Context: an optimization exercise on an open-source flow, tuned for a short achievable clock period and few clock cycles. The choices shown serve that exercise and are no tape-out recipe.
The RTL was checked by simulation tests, not by an equivalence proof against the original design.
No activity file was given, so power comes from the tool's default toggle rates.

==> run H <==
==> flow/design.v (excerpt) <==
module mips_cpu
#(
    parameter cpu_pkg::word_t reset_pc = '0
)
(
    input  wire logic  clk,
    input  wire logic  rst,
    input  cpu_pkg::word_t      instruction,   
    input  cpu_pkg::word_t      read_data,     
    output cpu_pkg::word_t      pc,
    output cpu_pkg::word_t      address,
    output cpu_pkg::word_t      write_data,
    output logic       mem_read,
    output logic       mem_write
);
clock: 10.0 ns
lec_check: 0
abc_clock_period_in_ps: 2500
cap_margin: 20
core_margin: 2
core_utilization: 50
setup_slack_margin: 5
slew_margin: 20
standard.sh (not shown) runs the stock make flow with config.mk's settings and CLKGATE_MAP_FILE= SYNTH_SCRIPT=/design/flow/synth_recipe.tcl, a recipe that flattens the netlist after the stock synthesis.
==> flow/flow/run.sh <==
#!/bin/bash
set -o pipefail
MARGIN=${MARGIN:-7}
bash standard.sh SETUP_SLACK_MARGIN=$MARGIN finish > flow_standard.log 2>&1
==> run E (differences from run H) <==
--- a/flow/design.v
+++ b/flow/design.v
@@ -104,28 +104,31 @@
     assign f_use_rt = (f_op == cpu_pkg::OP_RTYPE) | f_beq | f_bne;
     assign f_boff = pc[9:2] + instruction[7:0] + 8'd1;
     assign f_tgt  = f_j ? {pc[31:28], instruction[25:0], 2'b00}
                         : {pc[31:10], f_boff, 2'b00};
     assign pc_plus4 = pc + 32'd4;
     assign f_hazard = valid_d & (ir_d[31:26] == cpu_pkg::OP_LW) & (ir_d[20:16] != 5'd0)
                     & ((f_use_rs & (f_rs == ir_d[20:16])) | (f_use_rt & (f_rt == ir_d[20:16])));
-    logic [31:0] pc_alt;         
-    logic        f_take;
-    assign pc_alt = mispredict ? redir_pc : (stall ? pc_q : pc_plus4);
-    assign f_take = f_pred & ~mispredict & ~stall;
     always_ff @(posedge clk)
     begin
         if (rst)
         begin
             pc_q  <= reset_pc;
             stall <= 1'b0;
         end
         else
         begin
-            pc_q <= f_take ? f_tgt : pc_alt;
+            if (mispredict)
+                pc_q <= redir_pc;
+            else if (stall)
+                pc_q <= pc_q;
+            else if (f_pred)
+                pc_q <= f_tgt;
+            else
+                pc_q <= pc_plus4;
             stall <= ~mispredict & ~stall & f_hazard;
         end
     end
     always_ff @(posedge clk)
     begin
         if (rst | mispredict)
             valid_d <= 1'b0;
==> flow/config.mk (replaced) <==
export PLATFORM = sky130hd
export DESIGN_NAME = mips_cpu
export DESIGN_NICKNAME = mips_cpu
export VERILOG_FILES = /design/flow/design.v
export SDC_FILE = /design/flow/constraint.sdc
export NUM_CORES = 4
export LEC_CHECK = 0
export ABC_CLOCK_PERIOD_IN_PS = 2500
export CAP_MARGIN = 20
export CORE_MARGIN = 2
export CORE_UTILIZATION = 40
export SETUP_SLACK_MARGIN = 5
export SLEW_MARGIN = 20
==> run D (differences from run H) <==
==> flow/config.mk (replaced) <==
export PLATFORM = sky130hd
export DESIGN_NAME = mips_cpu
export DESIGN_NICKNAME = mips_cpu
export VERILOG_FILES = /design/flow/design.v
export SDC_FILE = /design/flow/constraint.sdc
export NUM_CORES = 4
export LEC_CHECK = 0
export ABC_CLOCK_PERIOD_IN_PS = 2500
export CAP_MARGIN = 20
export CORE_MARGIN = 2
export CORE_UTILIZATION = 40
export CTS_CLUSTER_DIAMETER = 100
export CTS_CLUSTER_SIZE = 30
export SETUP_SLACK_MARGIN = 5
export SLEW_MARGIN = 20
==> out/qor.yml <==
run_status:
  status: "complete, no violations"
clock_network:
  clkLatencyLatePin_ps: 750
synthesis:
  synth_area_mm2: 0.0706
power:
  sequentialPower_mw: 6.74
route:
  route.met3.wl_um: 20100
Source of the figures above: run D

==> out/qor.yml <==
route:
  route.met3.wl_um: 23500
worst_setup_path:
  reg2reg_depth: 15
power:
  sequentialPower_mw: 6.74
synthesis:
  synth_area_mm2: 0.0706
run_status:
  status: "complete, no violations"
final_layout:
  final_layout_size_suffix_gt1_frac: 0.424
clock_network:
  clkLatencyLatePin_ps: 810
Source of the figures above: run H

==> out/qor.yml <==
power:
  sequentialPower_mw: 6.75
synthesis:
  synth_area_mm2: 0.0707
run_status:
  status: "complete, no violations"
worst_setup_path:
  startpoint: "instruction[0]"
route:
  route.met3.wl_um: 21200
clock_network:
  clkLatencyLatePin_ps: 830
Source of the figures above: run E

Testbench counts of run H, summed over its fixed seeds: cycles 44,478.
Testbench counts of run E, summed over its fixed seeds: cycles 44,478.
Testbench counts of run D, summed over its fixed seeds: cycles 44,478.

-- afterwards: timing with drivers on the ports --
Ports are ideal in the flow. The routed layouts listed here were re-timed in OpenROAD. Step 1, drivers: a clkbuf_16 drives clk and a buf_2 each remaining input, both assumed. Step 2 moves the port delays by t, midway between the first and last clock arrival at a register: inputs arrive t later, outputs are due t later. That takes back most of the time a late clock gives input paths. a / b / c = no drivers / after step 1 / after step 2; a / b = the first two.
run | t (ns) | setup WS [ns] | hold slack, ns | worst setup path after step 2 | pins driven straight from the clock port
run H | 0.878 | 6.542 / 6.541 / 5.687 | 0.388 / 0.388 / 0.388 | input to register | 1
run E | 0.899 | 6.453 / 6.463 / 5.590 | 0.378 / 0.378 / 0.378 | input to register | 1
run D | 0.829 | 6.512 / 6.512 / 5.735 | 0.390 / 0.390 / 0.390 | input to register | 1
After both steps every run listed still meets setup and hold. The setup slack of run E, which loses most, moves by +0.010 ns with the drivers and by -0.863 ns with both steps.
